Context: an optimization exercise on an open-source flow, tuned for small area. The choices shown serve that exercise and are no tape-out recipe.
The RTL was checked by simulation tests, not by an equivalence proof against the original design.
Power and IR drop assume default switching activity.

### design/flow/config.mk
export PLATFORM = sky130hd
export DESIGN_NAME = id_stage
export DESIGN_NICKNAME = id_stage
export VERILOG_FILES = /design/flow/design.v
export SDC_FILE = /design/flow/constraint.sdc
export NUM_CORES = 4
export LEC_CHECK = 0
export CAP_MARGIN = 20
export CORE_MARGIN = 2
export CORE_UTILIZATION = 40
export SLEW_MARGIN = 20
### design/flow/design.v
package id_pkg;
    localparam int XLEN       = 32;
    localparam int REG_ADDR_W = 5;
    typedef logic [XLEN-1:0]       word_t;
    typedef logic [REG_ADDR_W-1:0] regaddr_t;
    typedef logic [6:0]            opcode_t;
    typedef logic [2:0]            funct3_t;
    typedef logic [6:0]            funct7_t;
    localparam opcode_t OP          = 7'b0110011;
    localparam opcode_t OP_IMM      = 7'b0010011;
    localparam opcode_t OP_LUI      = 7'b0110111;
    localparam opcode_t OP_AUIPC    = 7'b0010111;
    localparam opcode_t OP_JAL      = 7'b1101111;
    localparam opcode_t OP_JALR     = 7'b1100111;
    localparam opcode_t OP_BRANCH   = 7'b1100011;
    localparam opcode_t OP_LOAD     = 7'b0000011;
    localparam opcode_t OP_STORE    = 7'b0100011;
    localparam opcode_t OP_MISC_MEM = 7'b0001111;
    localparam funct3_t F3_SRL_SRA = 3'b101;
    localparam funct3_t F3_BEQ     = 3'b000;
    localparam funct3_t F3_BNE     = 3'b001;
    localparam funct3_t F3_BLT     = 3'b100;
    localparam funct3_t F3_BGE     = 3'b101;
    localparam funct3_t F3_BLTU    = 3'b110;
    localparam funct3_t F3_BGEU    = 3'b111;
    typedef logic [4:0] alu_mode_t;
    localparam alu_mode_t ALU_ADD   = 5'b00000;
    localparam alu_mode_t ALU_COPY1 = 5'b11111;
    localparam alu_mode_t ALU_X     = 5'b00000;
    typedef enum logic [1:0] {
        ALU_OP1_X, ALU_OP1_RS1, ALU_OP1_IMMU
    } alu_op1_sel_t;
    typedef enum logic [2:0] {
        ALU_OP2_X, ALU_OP2_RS2, ALU_OP2_IMMI, ALU_OP2_IMMS, ALU_OP2_PC
    } alu_op2_sel_t;
    typedef enum logic [1:0] {
        PC_NEXT, PC_JUMP_REL, PC_JUMP_ABS, PC_BRANCH
    } pc_mode_t;
    typedef enum logic [1:0] { MA_X, MA_LOAD, MA_STORE } ma_mode_t;
    typedef logic [2:0] ma_size_t;  
    localparam ma_size_t MA_SIZE_W = 3'b010;
    typedef enum logic [1:0] { WB_SRC_X, WB_SRC_ALU, WB_SRC_MEM, WB_SRC_PC4 } wb_src_t;
    typedef struct packed {
        logic         halt;
        pc_mode_t     pc_mode;
        alu_op1_sel_t alu_op1;
        alu_op2_sel_t alu_op2;
        alu_mode_t    alu_mode;
        ma_mode_t     ma_mode;
        ma_size_t     ma_size;
        wb_src_t      wb_src;
        logic         ra_used;
        logic         rb_used;
    } ctrl_word_t;
    typedef struct packed {
        word_t imm_i;
        word_t imm_s;
        word_t imm_b;
        word_t imm_u;
        word_t imm_j;
    } imm_set_t;
    localparam word_t     NOP_PC       = 32'h0000_0000;
    localparam word_t     NOP_IR       = 32'h0000_0013;
    localparam alu_mode_t NOP_ALU_MODE = ALU_ADD;
    localparam ma_mode_t  NOP_MA_MODE  = MA_X;
    localparam ma_size_t  NOP_MA_SIZE  = MA_SIZE_W;
    localparam wb_src_t   NOP_WB_SRC   = WB_SRC_X;
    localparam word_t PC_STEP = 32'd4;
endpackage
`timescale 1ns/1ps
module id_decoder (
    input  id_pkg::word_t      ir_i,
    output id_pkg::regaddr_t   rs1_o,
    output id_pkg::regaddr_t   rs2_o,
    output id_pkg::regaddr_t   rd_o,
    output id_pkg::funct3_t    funct3_o,
    output id_pkg::ctrl_word_t ctrl_o,
    output id_pkg::imm_set_t   imm_o
);
    id_pkg::opcode_t   opcode;
    id_pkg::funct7_t   funct7;
    id_pkg::alu_mode_t mode3;  
    id_pkg::alu_mode_t mode7;  
    always_comb begin
        opcode   = ir_i[6:0];
        rd_o     = ir_i[11:7];
        funct3_o = ir_i[14:12];
        rs1_o    = ir_i[19:15];
        rs2_o    = ir_i[24:20];
        funct7   = ir_i[31:25];
        imm_o.imm_i = {{20{ir_i[31]}}, ir_i[31:20]};
        imm_o.imm_s = {{20{ir_i[31]}}, ir_i[31:25], ir_i[11:7]};
        imm_o.imm_b = {{19{ir_i[31]}}, ir_i[31], ir_i[7], ir_i[30:25], ir_i[11:8], 1'b0};
        imm_o.imm_u = {ir_i[31:12], 12'b0};
        imm_o.imm_j = {{11{ir_i[31]}}, ir_i[31], ir_i[19:12], ir_i[20], ir_i[30:21], 1'b0};
        mode3 = {2'b00, funct3_o};
        mode7 = {funct7[0], funct7[5], funct3_o};
    end
    always_comb begin
        ctrl_o.halt     = 1'b0;
        ctrl_o.pc_mode  = id_pkg::PC_NEXT;
        ctrl_o.alu_op1  = id_pkg::ALU_OP1_X;
        ctrl_o.alu_op2  = id_pkg::ALU_OP2_X;
        ctrl_o.alu_mode = id_pkg::ALU_X;
        ctrl_o.ma_mode  = id_pkg::MA_X;
        ctrl_o.ma_size  = id_pkg::MA_SIZE_W;
        ctrl_o.wb_src   = id_pkg::WB_SRC_X;
        ctrl_o.ra_used  = 1'b0;
        ctrl_o.rb_used  = 1'b0;
        case (opcode)
            id_pkg::OP: begin
                ctrl_o.alu_op1  = id_pkg::ALU_OP1_RS1;
                ctrl_o.alu_op2  = id_pkg::ALU_OP2_RS2;
                ctrl_o.alu_mode = mode7;
                ctrl_o.wb_src   = id_pkg::WB_SRC_ALU;
                ctrl_o.ra_used  = 1'b1;
                ctrl_o.rb_used  = 1'b1;
            end
            id_pkg::OP_IMM: begin
                ctrl_o.alu_op1 = id_pkg::ALU_OP1_RS1;
                ctrl_o.alu_op2 = id_pkg::ALU_OP2_IMMI;
                if (funct3_o == id_pkg::F3_SRL_SRA && funct7[5])
                    ctrl_o.alu_mode = mode7;
                else
                    ctrl_o.alu_mode = mode3;
                ctrl_o.wb_src  = id_pkg::WB_SRC_ALU;
                ctrl_o.ra_used = 1'b1;
            end
            id_pkg::OP_LUI: begin
                ctrl_o.alu_op1  = id_pkg::ALU_OP1_IMMU;
                ctrl_o.alu_op2  = id_pkg::ALU_OP2_RS2;
                ctrl_o.alu_mode = id_pkg::ALU_COPY1;
                ctrl_o.wb_src   = id_pkg::WB_SRC_ALU;
                ctrl_o.rb_used  = 1'b1;
            end
            id_pkg::OP_AUIPC: begin
                ctrl_o.alu_op1  = id_pkg::ALU_OP1_IMMU;
                ctrl_o.alu_op2  = id_pkg::ALU_OP2_PC;
                ctrl_o.alu_mode = id_pkg::ALU_ADD;
                ctrl_o.wb_src   = id_pkg::WB_SRC_ALU;
            end
            id_pkg::OP_JAL: begin
                ctrl_o.pc_mode = id_pkg::PC_JUMP_REL;
                ctrl_o.wb_src  = id_pkg::WB_SRC_PC4;  
            end
            id_pkg::OP_JALR: begin
                ctrl_o.pc_mode = id_pkg::PC_JUMP_ABS;
                ctrl_o.wb_src  = id_pkg::WB_SRC_PC4;
                ctrl_o.ra_used = 1'b1;
            end
            id_pkg::OP_BRANCH: begin
                if (funct3_o == id_pkg::F3_BEQ || funct3_o == id_pkg::F3_BNE ||
                    funct3_o == id_pkg::F3_BLT || funct3_o == id_pkg::F3_BGE ||
                    funct3_o == id_pkg::F3_BLTU || funct3_o == id_pkg::F3_BGEU) begin
                    ctrl_o.pc_mode = id_pkg::PC_BRANCH;
                    ctrl_o.ra_used = 1'b1;
                    ctrl_o.rb_used = 1'b1;
                end else begin
                    ctrl_o.halt = 1'b1;
                end
            end
            id_pkg::OP_LOAD, id_pkg::OP_STORE: begin
                ctrl_o.alu_op1  = id_pkg::ALU_OP1_RS1;
                ctrl_o.alu_mode = id_pkg::ALU_ADD;  
                ctrl_o.ra_used  = 1'b1;
                ctrl_o.rb_used  = 1'b1;
                if (opcode == id_pkg::OP_LOAD) begin
                    ctrl_o.alu_op2 = id_pkg::ALU_OP2_IMMI;
                    ctrl_o.ma_mode = id_pkg::MA_LOAD;
                    ctrl_o.wb_src  = id_pkg::WB_SRC_MEM;
                end else begin
                    ctrl_o.alu_op2 = id_pkg::ALU_OP2_IMMS;
                    ctrl_o.ma_mode = id_pkg::MA_STORE;
                    ctrl_o.ma_size = funct3_o;
                end
            end
            id_pkg::OP_MISC_MEM: ;  
            default: ctrl_o.halt = 1'b1;  
        endcase
    end
endmodule
`timescale 1ns/1ps
module id_regfile #(
    parameter int REG_COUNT = 32
) (
    input  logic             clk_i,
    input  logic             reset_i,
    input  id_pkg::regaddr_t rd_addr1_i,
    output id_pkg::word_t    rd_data1_o,
    input  id_pkg::regaddr_t rd_addr2_i,
    output id_pkg::word_t    rd_data2_o,
    input  id_pkg::regaddr_t wr_addr_i,
    input  id_pkg::word_t    wr_data_i,
    input  logic             wr_en_i
);
    localparam int IDX_W = $clog2(REG_COUNT);
    id_pkg::word_t regs [REG_COUNT];
    always_comb begin
        rd_data1_o = (32'(rd_addr1_i) < REG_COUNT) ? regs[rd_addr1_i[IDX_W-1:0]] : '0;
        rd_data2_o = (32'(rd_addr2_i) < REG_COUNT) ? regs[rd_addr2_i[IDX_W-1:0]] : '0;
    end
    always_ff @(posedge clk_i) begin
        if (reset_i) begin
            for (int i = 0; i < REG_COUNT; i++)
                regs[i] <= '0;
        end else if (wr_en_i && wr_addr_i != '0 && 32'(wr_addr_i) < REG_COUNT) begin
            regs[wr_addr_i[IDX_W-1:0]] <= wr_data_i;  
        end
    end
endmodule
`timescale 1ns/1ps
module id_operand_fwd (
    input  id_pkg::regaddr_t rs1_i,
    input  id_pkg::regaddr_t rs2_i,
    input  logic             ra_used_i,
    input  logic             rb_used_i,
    input  id_pkg::word_t    ra_i,        
    input  id_pkg::word_t    rb_i,
    input  id_pkg::regaddr_t ex_addr_i,
    input  id_pkg::word_t    ex_data_i,
    input  logic             ex_valid_i,
    input  logic             ex_ready_i,
    input  id_pkg::regaddr_t ma_addr_i,
    input  id_pkg::word_t    ma_data_i,
    input  logic             ma_valid_i,
    input  logic             ma_ready_i,
    input  id_pkg::regaddr_t wb_addr_i,
    input  id_pkg::word_t    wb_data_i,
    input  logic             wb_valid_i,
    output id_pkg::word_t    ra_fwd_o,
    output id_pkg::word_t    rb_fwd_o,
    output logic             hazard_o
);
    function automatic id_pkg::word_t pick(
        input id_pkg::regaddr_t rs, input id_pkg::word_t rf_val,
        input id_pkg::regaddr_t ex_a, input id_pkg::word_t ex_d, input logic ex_v,
        input id_pkg::regaddr_t ma_a, input id_pkg::word_t ma_d, input logic ma_v,
        input id_pkg::regaddr_t wb_a, input id_pkg::word_t wb_d, input logic wb_v);
        if (rs == '0)
            pick = rf_val;
        else if (ex_v && ex_a == rs)
            pick = ex_d;
        else if (ma_v && ma_a == rs)
            pick = ma_d;
        else if (wb_v && wb_a == rs)
            pick = wb_d;
        else
            pick = rf_val;
    endfunction
    function automatic logic pending(
        input id_pkg::regaddr_t rs,
        input id_pkg::regaddr_t ex_a, input logic ex_v, input logic ex_r,
        input id_pkg::regaddr_t ma_a, input logic ma_v, input logic ma_r);
        pending = (ex_v && !ex_r && ex_a == rs)
               || (ma_v && !ma_r && ma_a == rs);
    endfunction
    always_comb begin
        ra_fwd_o = pick(rs1_i, ra_i, ex_addr_i, ex_data_i, ex_valid_i,
                        ma_addr_i, ma_data_i, ma_valid_i, wb_addr_i, wb_data_i, wb_valid_i);
        rb_fwd_o = pick(rs2_i, rb_i, ex_addr_i, ex_data_i, ex_valid_i,
                        ma_addr_i, ma_data_i, ma_valid_i, wb_addr_i, wb_data_i, wb_valid_i);
        hazard_o = (ra_used_i && rs1_i != '0 &&
                    pending(rs1_i, ex_addr_i, ex_valid_i, ex_ready_i, ma_addr_i, ma_valid_i, ma_ready_i))
                || (rb_used_i && rs2_i != '0 &&
                    pending(rs2_i, ex_addr_i, ex_valid_i, ex_ready_i, ma_addr_i, ma_valid_i, ma_ready_i));
    end
endmodule
`timescale 1ns/1ps
module id_branch_unit (
    input  id_pkg::word_t    pc_i,
    input  id_pkg::funct3_t  funct3_i,
    input  id_pkg::pc_mode_t pc_mode_i,
    input  id_pkg::imm_set_t imm_i,
    input  id_pkg::word_t    ra_i,
    input  id_pkg::word_t    rb_i,
    output id_pkg::word_t    jmp_addr_o,
    output logic             jmp_valid_o
);
    logic cond;  
    always_comb begin
        case (funct3_i[2:1])
            2'b00:   cond = (ra_i == rb_i);
            2'b10:   cond = ($signed(ra_i) < $signed(rb_i));
            2'b11:   cond = (ra_i < rb_i);
            default: cond = 1'b0;  
        endcase
    end
    always_comb begin
        case (pc_mode_i)
            id_pkg::PC_JUMP_REL: begin
                jmp_valid_o = 1'b1;
                jmp_addr_o  = pc_i + imm_i.imm_j;
            end
            id_pkg::PC_JUMP_ABS: begin
                jmp_valid_o = 1'b1;
                jmp_addr_o  = ra_i + imm_i.imm_i;
            end
            id_pkg::PC_BRANCH: begin
                jmp_valid_o = cond ^ funct3_i[0];  
                jmp_addr_o  = pc_i + imm_i.imm_b;
            end
            default: begin
                jmp_valid_o = 1'b0;
                jmp_addr_o  = '0;
            end
        endcase
    end
endmodule
`timescale 1ns/1ps
module id_output_reg (
    input  logic               clk_i,
    input  logic               reset_i,
    input  logic               hazard_i,
    input  id_pkg::word_t      pc_i,
    input  id_pkg::word_t      ir_i,
    input  id_pkg::regaddr_t   rd_i,
    input  id_pkg::ctrl_word_t ctrl_i,
    input  id_pkg::imm_set_t   imm_i,
    input  id_pkg::word_t      ra_i,      
    input  id_pkg::word_t      rb_i,
    output id_pkg::word_t      pc_o,
    output id_pkg::word_t      ir_o,
    output id_pkg::word_t      alu_op1_o,
    output id_pkg::word_t      alu_op2_o,
    output id_pkg::alu_mode_t  alu_mode_o,
    output id_pkg::ma_mode_t   ma_mode_o,
    output id_pkg::ma_size_t   ma_size_o,
    output id_pkg::word_t      ma_data_o,
    output id_pkg::wb_src_t    wb_src_o,
    output id_pkg::word_t      wb_data_o,
    output logic               wb_valid_o,
    output logic               halt_o
);
    id_pkg::word_t op1;
    id_pkg::word_t op2;
    always_comb begin
        case (ctrl_i.alu_op1)
            id_pkg::ALU_OP1_RS1:  op1 = ra_i;
            id_pkg::ALU_OP1_IMMU: op1 = imm_i.imm_u;
            default:              op1 = '0;
        endcase
        case (ctrl_i.alu_op2)
            id_pkg::ALU_OP2_RS2:  op2 = rb_i;
            id_pkg::ALU_OP2_IMMI: op2 = imm_i.imm_i;
            id_pkg::ALU_OP2_IMMS: op2 = imm_i.imm_s;
            id_pkg::ALU_OP2_PC:   op2 = pc_i;
            default:              op2 = '0;
        endcase
    end
    always_ff @(posedge clk_i) begin
        if (reset_i || hazard_i) begin
            pc_o       <= id_pkg::NOP_PC;
            ir_o       <= id_pkg::NOP_IR;
            alu_op1_o  <= '0;
            alu_op2_o  <= '0;
            alu_mode_o <= id_pkg::NOP_ALU_MODE;
            ma_mode_o  <= id_pkg::NOP_MA_MODE;
            ma_size_o  <= id_pkg::NOP_MA_SIZE;
            ma_data_o  <= '0;
            wb_src_o   <= id_pkg::NOP_WB_SRC;
            wb_data_o  <= '0;
            wb_valid_o <= 1'b0;
            halt_o     <= 1'b0;
        end else begin
            pc_o       <= pc_i;
            ir_o       <= ir_i;
            alu_op1_o  <= op1;
            alu_op2_o  <= op2;
            alu_mode_o <= ctrl_i.alu_mode;
            ma_mode_o  <= ctrl_i.ma_mode;
            ma_size_o  <= ctrl_i.ma_size;
            ma_data_o  <= rb_i;                    
            wb_src_o   <= ctrl_i.wb_src;
            wb_data_o  <= pc_i + id_pkg::PC_STEP;  
            wb_valid_o <= (ctrl_i.wb_src != id_pkg::WB_SRC_X) && (rd_i != '0);
            halt_o     <= ctrl_i.halt;
        end
    end
endmodule
`timescale 1ns/1ps
module id_stage #(
    parameter int REG_COUNT = 32
) (
    input  logic              clk_i,
    input  logic              reset_i,
    input  id_pkg::word_t     pc_i,
    input  id_pkg::word_t     ir_i,
    input  id_pkg::regaddr_t  ex_wb_addr_i,
    input  id_pkg::word_t     ex_wb_data_i,
    input  logic              ex_wb_valid_i,
    input  logic              ex_wb_ready_i,
    input  id_pkg::regaddr_t  ma_wb_addr_i,
    input  id_pkg::word_t     ma_wb_data_i,
    input  logic              ma_wb_valid_i,
    input  logic              ma_wb_ready_i,
    input  id_pkg::regaddr_t  wb_addr_i,
    input  id_pkg::word_t     wb_data_i,
    input  logic              wb_valid_i,
    output logic              ready_async_o,
    output id_pkg::word_t     jmp_addr_async_o,
    output logic              jmp_valid_async_o,
    output id_pkg::word_t     pc_o,
    output id_pkg::word_t     ir_o,
    output id_pkg::word_t     alu_op1_o,
    output id_pkg::word_t     alu_op2_o,
    output id_pkg::alu_mode_t alu_mode_o,
    output id_pkg::ma_mode_t  ma_mode_o,
    output id_pkg::ma_size_t  ma_size_o,
    output id_pkg::word_t     ma_data_o,
    output id_pkg::wb_src_t   wb_src_o,
    output id_pkg::word_t     wb_data_o,
    output logic              wb_valid_o,
    output logic              halt_o
);
    id_pkg::regaddr_t   rs1, rs2, rd;
    id_pkg::funct3_t    funct3;
    id_pkg::ctrl_word_t ctrl;
    id_pkg::imm_set_t   imm;
    id_pkg::word_t      ra, rb, ra_fwd, rb_fwd;
    id_pkg::word_t      jmp_addr;
    logic               jmp_valid;
    logic               hazard;
    id_decoder u_decoder (
        .ir_i (ir_i), .rs1_o (rs1), .rs2_o (rs2), .rd_o (rd),
        .funct3_o (funct3), .ctrl_o (ctrl), .imm_o (imm)
    );
    id_regfile #(.REG_COUNT(REG_COUNT)) u_regfile (
        .clk_i (clk_i), .reset_i (reset_i),
        .rd_addr1_i (rs1), .rd_data1_o (ra),
        .rd_addr2_i (rs2), .rd_data2_o (rb),
        .wr_addr_i (wb_addr_i), .wr_data_i (wb_data_i), .wr_en_i (wb_valid_i)
    );
    id_operand_fwd u_fwd (
        .rs1_i (rs1), .rs2_i (rs2), .ra_used_i (ctrl.ra_used), .rb_used_i (ctrl.rb_used),
        .ra_i (ra), .rb_i (rb),
        .ex_addr_i (ex_wb_addr_i), .ex_data_i (ex_wb_data_i),
        .ex_valid_i (ex_wb_valid_i), .ex_ready_i (ex_wb_ready_i),
        .ma_addr_i (ma_wb_addr_i), .ma_data_i (ma_wb_data_i),
        .ma_valid_i (ma_wb_valid_i), .ma_ready_i (ma_wb_ready_i),
        .wb_addr_i (wb_addr_i), .wb_data_i (wb_data_i), .wb_valid_i (wb_valid_i),
        .ra_fwd_o (ra_fwd), .rb_fwd_o (rb_fwd), .hazard_o (hazard)
    );
    id_branch_unit u_branch (
        .pc_i (pc_i), .funct3_i (funct3), .pc_mode_i (ctrl.pc_mode), .imm_i (imm),
        .ra_i (ra_fwd), .rb_i (rb_fwd), .jmp_addr_o (jmp_addr), .jmp_valid_o (jmp_valid)
    );
    id_output_reg u_out (
        .clk_i (clk_i), .reset_i (reset_i), .hazard_i (hazard),
        .pc_i (pc_i), .ir_i (ir_i), .rd_i (rd), .ctrl_i (ctrl), .imm_i (imm),
        .ra_i (ra_fwd), .rb_i (rb_fwd),
        .pc_o (pc_o), .ir_o (ir_o), .alu_op1_o (alu_op1_o), .alu_op2_o (alu_op2_o),
        .alu_mode_o (alu_mode_o), .ma_mode_o (ma_mode_o), .ma_size_o (ma_size_o),
        .ma_data_o (ma_data_o), .wb_src_o (wb_src_o), .wb_data_o (wb_data_o),
        .wb_valid_o (wb_valid_o), .halt_o (halt_o)
    );
    assign ready_async_o     = reset_i || !hazard;
    assign jmp_valid_async_o = !reset_i && jmp_valid;
    assign jmp_addr_async_o  = reset_i ? '0 : jmp_addr;
endmodule
### design/flow/run.sh
#!/bin/bash
# synth_recipe.tcl (not shown) runs the flow's synth.tcl, then flattens the netlist and writes it again
# the make line also repeats each setting of config.mk as NAME=value (left out here)
make -C /OpenROAD-flow-scripts/flow DESIGN_CONFIG=/design/flow/config.mk WORK_HOME=/design/flow/orfs CLKGATE_MAP_FILE= SYNTH_SCRIPT=/design/flow/synth_recipe.tcl finish
### design/flow/constraint.sdc
create_clock -name core_clock -period 12.0 [get_ports {clk_i}]
set_input_delay 2.4000 -clock core_clock [delete_from_list [all_inputs] [get_ports {clk_i}]]
set_output_delay 2.4000 -clock core_clock [all_outputs]
set_load 0.01 [all_outputs]
==> results.sh <==
export IMPL_clk_pin_slew_worst_paths_ps=60
export IMPL_cts_sinks=1228
export IMPL_endpoint_kind="output pin"
export IMPL_ys_ff_latch=1228
export IMPL_pin_count=422
export IMPL_grt_overflow=0
export IMPL_synth_compound_area_share_pct=5.54
export IMPL_peakVddDrop_mv=0.103
export IMPL_synth_edf_count=1024
export IMPL_rows=150
export IMPL_path_class="in -> out"
export IMPL_core_area_um2=167000
export IMPL_path_max_fanout=20
export IMPL_portBuffers=421
export IMPL_die_w_um=415
export IMPL_seq_area_um2=34800
export IMPL_synth_xor_area_share_pct=1.36
export IMPL_holdCritPathClass="reg -> reg"
export IMPL_cts_buffers=140
export IMPL_dpl_hpwl_mm=176
export IMPL_worst_r2r_cell_count=7
export IMPL_cts_root_buf="clkbuf_16"
export IMPL_cts_tree="yes"
export IMPL_clock_skew_ps=41.9
export IMPL_fmax_ghz=0.0868
export IMPL_synth_distinct_cells=79
export IMPL_regToRegStartpoint="u_regfile.regs[31][9]"
export IMPL_setup_worst_path_start_class="input port"
export IMPL_synthArstFlopShare_pct=0
export IMPL_setup_viol=0
export IMPL_dp_slack_ps=541
export IMPL_critical_path_required_ps=9600
export IMPL_power_density_nw_per_um2=143
export IMPL_drc=0
export IMPL_area_growth_pct=17.5
export IMPL_die_area_um2=172000
export IMPL_antenna_found_initial=36
export IMPL_relSlewSlack_pct=20.9
export IMPL_avgSynthCellArea_um2=13.7
export IMPL_cts_resized=0
export IMPL_max_cap_viol_count=0
export IMPL_reg2reg_to="u_out.alu_op2_o[9]"
export IMPL_start_util_pct=40.4
export IMPL_routedWlPerCell_um=37.2
export IMPL_die_y_um=415
export IMPL_syn_area_um2=67600
export IMPL_detail_route_antenna_nets=0
export IMPL_grt_usage_pct=32.2
export IMPL_nets=5496
export IMPL_final_period_utilization_pct=96.0
export IMPL_synth_top_family_by_area="multiplexers"
export IMPL_timing_hold_ws_ps=1330
export IMPL_arrival_ps=9110
export IMPL_first_global_vias=47300
export IMPL_first_pass_iters=6
export IMPL_drive_gt1_share_pct=21.8
export IMPL_min_period_ps=11510
export IMPL_hold_depth=6
export IMPL_clock_tree_buffer_depth=3
export IMPL_fill_cells=14500
export IMPL_wl_mm=281
export IMPL_insertion_delay_ps=810
export IMPL_setup_slack_ps=486
export IMPL_synthSimpleGateAreaFrac_pct=14.4
export IMPL_worst_pin_slew_ps=1180
export IMPL_synth_mux_area_share_pct=22.3
export IMPL_setup_tns_final_ps=0
export IMPL_grt_pass1_wl_mm=384
export IMPL_slew_viol_final=0
export IMPL_min_delay_worst_endpoint="u_out.ma_data_o[16]"
export IMPL_status="finished clean"
export IMPL_via_count=48400
export IMPL_drtIter0Drc=7935
export IMPL_grt_max_degree=72
export IMPL_yosys_warnings=5
export IMPL_rrSetupSlack_ps=8760
export IMPL_synth_cells=4916
export IMPL_grt_setup_unrepaired="no"
export IMPL_yosys_most_used_dff="edfxtp_1"
export IMPL_multi_input_area_um2=31200
export IMPL_htreeDepth=4
export IMPL_synth_adder_area_share_pct=1.89
export IMPL_seq_area_frac_synth_pct=51.6
export IMPL_finalHoldViolations=0
export IMPL_power_static_leakage_nw=27.7
export IMPL_hp_start="u_regfile.regs[31][16]"
export IMPL_vias_per_cell=6.41
export IMPL_routabilityCongestion=1.03
export IMPL_cts_hold_fix_buffers=0
export IMPL_cts_setup_buffers=0
## layout by cell type, fill, tap and decap left out, types with 18 or more instances in the layout
master / netlist / final
dfxtp_1: 204 / 204
inv_1: 28 / 27
o211ai_1: 25 / 25
o21ai_0: 133 / 133
a21oi_2: 25 / 25
a31oi_1: 36 / 36
o22ai_1: 24 / 24
mux4_2: 640 / 640
a22oi_1: 46 / 46
a22o_1: 32 / 32
a21o_1: 41 / 41
and3_1: 26 / 24
conb_1: 1 / 32
diode_2: 0 / 26
a21oi_1: 135 / 134
and2_1: 1096 / 1096
edfxtp_1: 1024 / 1024
xor2_1: 70 / 70
nand3_1: 69 / 66
clkbuf_16: 0 / 146
mux2i_1: 52 / 52
buf_4: 6 / 154
clkbuf_1: 329 / 18
or2_4: 0 / 31
nor2_1: 241 / 209
nor2_4: 0 / 32
clkinv_1: 0 / 30
nand2_1: 116 / 115
clkdlybuf4s50_1: 0 / 404
nor3_1: 36 / 34
xnor2_1: 35 / 35
ha_1: 99 / 99
## layout make-up
cell class,count,share of cell area [%]
Antenna cell,26,0.0819
Clock buffer,170,4.78
Clock inverter,82,1.16
Inverter,30,0.148
Multi-Input combinational cell,3223,39.3
Sequential cell,1228,43.9
Tap cell,2204,3.47
Timing Repair Buffer,590,7.19
## worst max path at each step
| stage | startpoint | end | slack (ps) | depth (start not counted) |
|---|---|---|---|---|
| after floorplan | ir_i[5] | jmp_addr_async_o[28] | 2580 | 20 |
| after global placement | ir_i[17] | jmp_addr_async_o[30] | 530 | 18 |
| after detailed placement | ir_i[17] | jmp_addr_async_o[30] | 540 | 18 |
| after CTS | ir_i[17] | jmp_addr_async_o[30] | 530 | 18 |
| after global routing | ir_i[17] | jmp_addr_async_o[28] | 280 | 21 |
| final | ir_i[17] | jmp_addr_async_o[30] | 490 | 18 |
## critical path, stage by stage
cell	delay, ps
clkdlybuf4s50_1	690
inv_6	490
buf_4	530
mux4_2	680
nor2_1	250
a211o_1	170
o21ai_0	340
ha_1	490
a21o_1	230
a221oi_2	310
o21ai_1	240
and4_1	300
o41ai_2	440
o21ai_1	190
a31oi_1	230
xor2_1	90
o211ai_1	360
clkdlybuf4s50_1	620
## state kept, by name (all words and copies together) (netlist names)
signal	flops
u_regfile.regs	1024
u_out.halt_o	1
u_out.ma_data_o	32
u_out.alu_op2_o	32
u_out.ma_size_o	3
u_out.ma_mode_o	2
u_out.wb_data_o	30
u_out.ir_o	32
u_out.wb_valid_o	1
u_out.alu_mode_o	5
u_out.wb_src_o	2
u_out.pc_o	32
u_out.alu_op1_o	32
## cell families after synthesis
group,after synthesis
XOR/XNOR,105
multiplexers,701
buffers and inverters,496
flip-flops,1228
AO/OA/AOI/OAI,579
adder cells (fa/ha/maj),101
AND/OR/NAND/NOR,1705
other,1
## stage by stage
step	utilization [%]	cell area [µm²]	power, mW	cells
finish	47.4	79400	11.3	7553
CTS	47.4	79300	11.3	7525
global route	47.4	79400	11.6	7539
detailed placement	44.6	74600	6.92	7273
global placement	44.5	74600	6.90	7272
floorplan	-	67700	6.08	4947
## synthesized netlist by cell type, drive strengths merged (8+ instances only)
| library cell | number | area (µm²) |
|---|---|---|
| a211oi | 14 | 105 |
| a21o | 41 | 308 |
| a21oi | 160 | 895 |
| a22o | 32 | 280 |
| a22oi | 46 | 345 |
| a31oi | 36 | 225 |
| and2 | 1096 | 6860 |
| and3 | 26 | 163 |
| buf | 137 | 697 |
| clkbuf | 329 | 1230 |
| dfxtp | 204 | 4080 |
| edfxtp | 1024 | 30700 |
| ha | 99 | 1240 |
| inv | 30 | 113 |
| mux2 | 9 | 101 |
| mux2i | 52 | 521 |
| mux4 | 640 | 14400 |
| nand2 | 116 | 435 |
| nand2b | 18 | 113 |
| nand3 | 69 | 345 |
| nand4 | 11 | 68.8 |
| nor2 | 242 | 911 |
| nor2b | 10 | 62.6 |
| nor3 | 36 | 180 |
| o211ai | 25 | 188 |
| o21a | 8 | 60.1 |
| o21ai | 137 | 686 |
| o221ai | 8 | 70.1 |
| o22ai | 24 | 150 |
| or2 | 40 | 250 |
| or3 | 8 | 50.1 |
| xnor2 | 35 | 307 |
| xor2 | 70 | 613 |
## power breakdown
group          internal [mW]  leakage [nW]  switching (mW)
Combinational          0.788          13.9            1.15
Clock                   2.54          2.29            1.90
Sequential              4.85          11.4           0.104
Total                   8.17          27.7            3.15
## metal layers
| layer | vias up | wire length, µm | track usage (%) |
|---|---|---|---|
| met1 | 24900 | 101000 | 40.5 |
| met5 | - | 74 | 0 |
| met4 | 12 | 19800 | 20.2 |
| met3 | 760 | 32600 | 7.86 |
| li1 | 19300 | - | - |
| met2 | 3530 | 128000 | 50.1 |

==> afterwards: timing with drivers on the ports <==
No port has a modelled driver above. Below, the same layout with a new extraction and two added sets of constraints. Step 1 sets driving cells, clkbuf_16 on the clock port and buf_2 on the other inputs (assumed; they add their load-dependent delay and slew). Step 2, shift: input delay + t, output delay - t, t = (earliest + latest rising clock arrival at the registers) / 2. This alone moves slack from input paths to output paths. Slacks: ideal ports / drivers / drivers and shift; pairs: ideal ports / drivers.
t (ns): 0.880
slack for setup (ns): 0.486 / 0.456 / 0.456
clock arrival spread, ns: 0.058 / 0.058
worst data-port slew with drivers (ns): 0.20
cell pins on the clock port's net: 1
After both steps this run still meets setup and hold. The setup slack of this run moves by -0.030 ns with the drivers and by -0.030 ns with both steps.
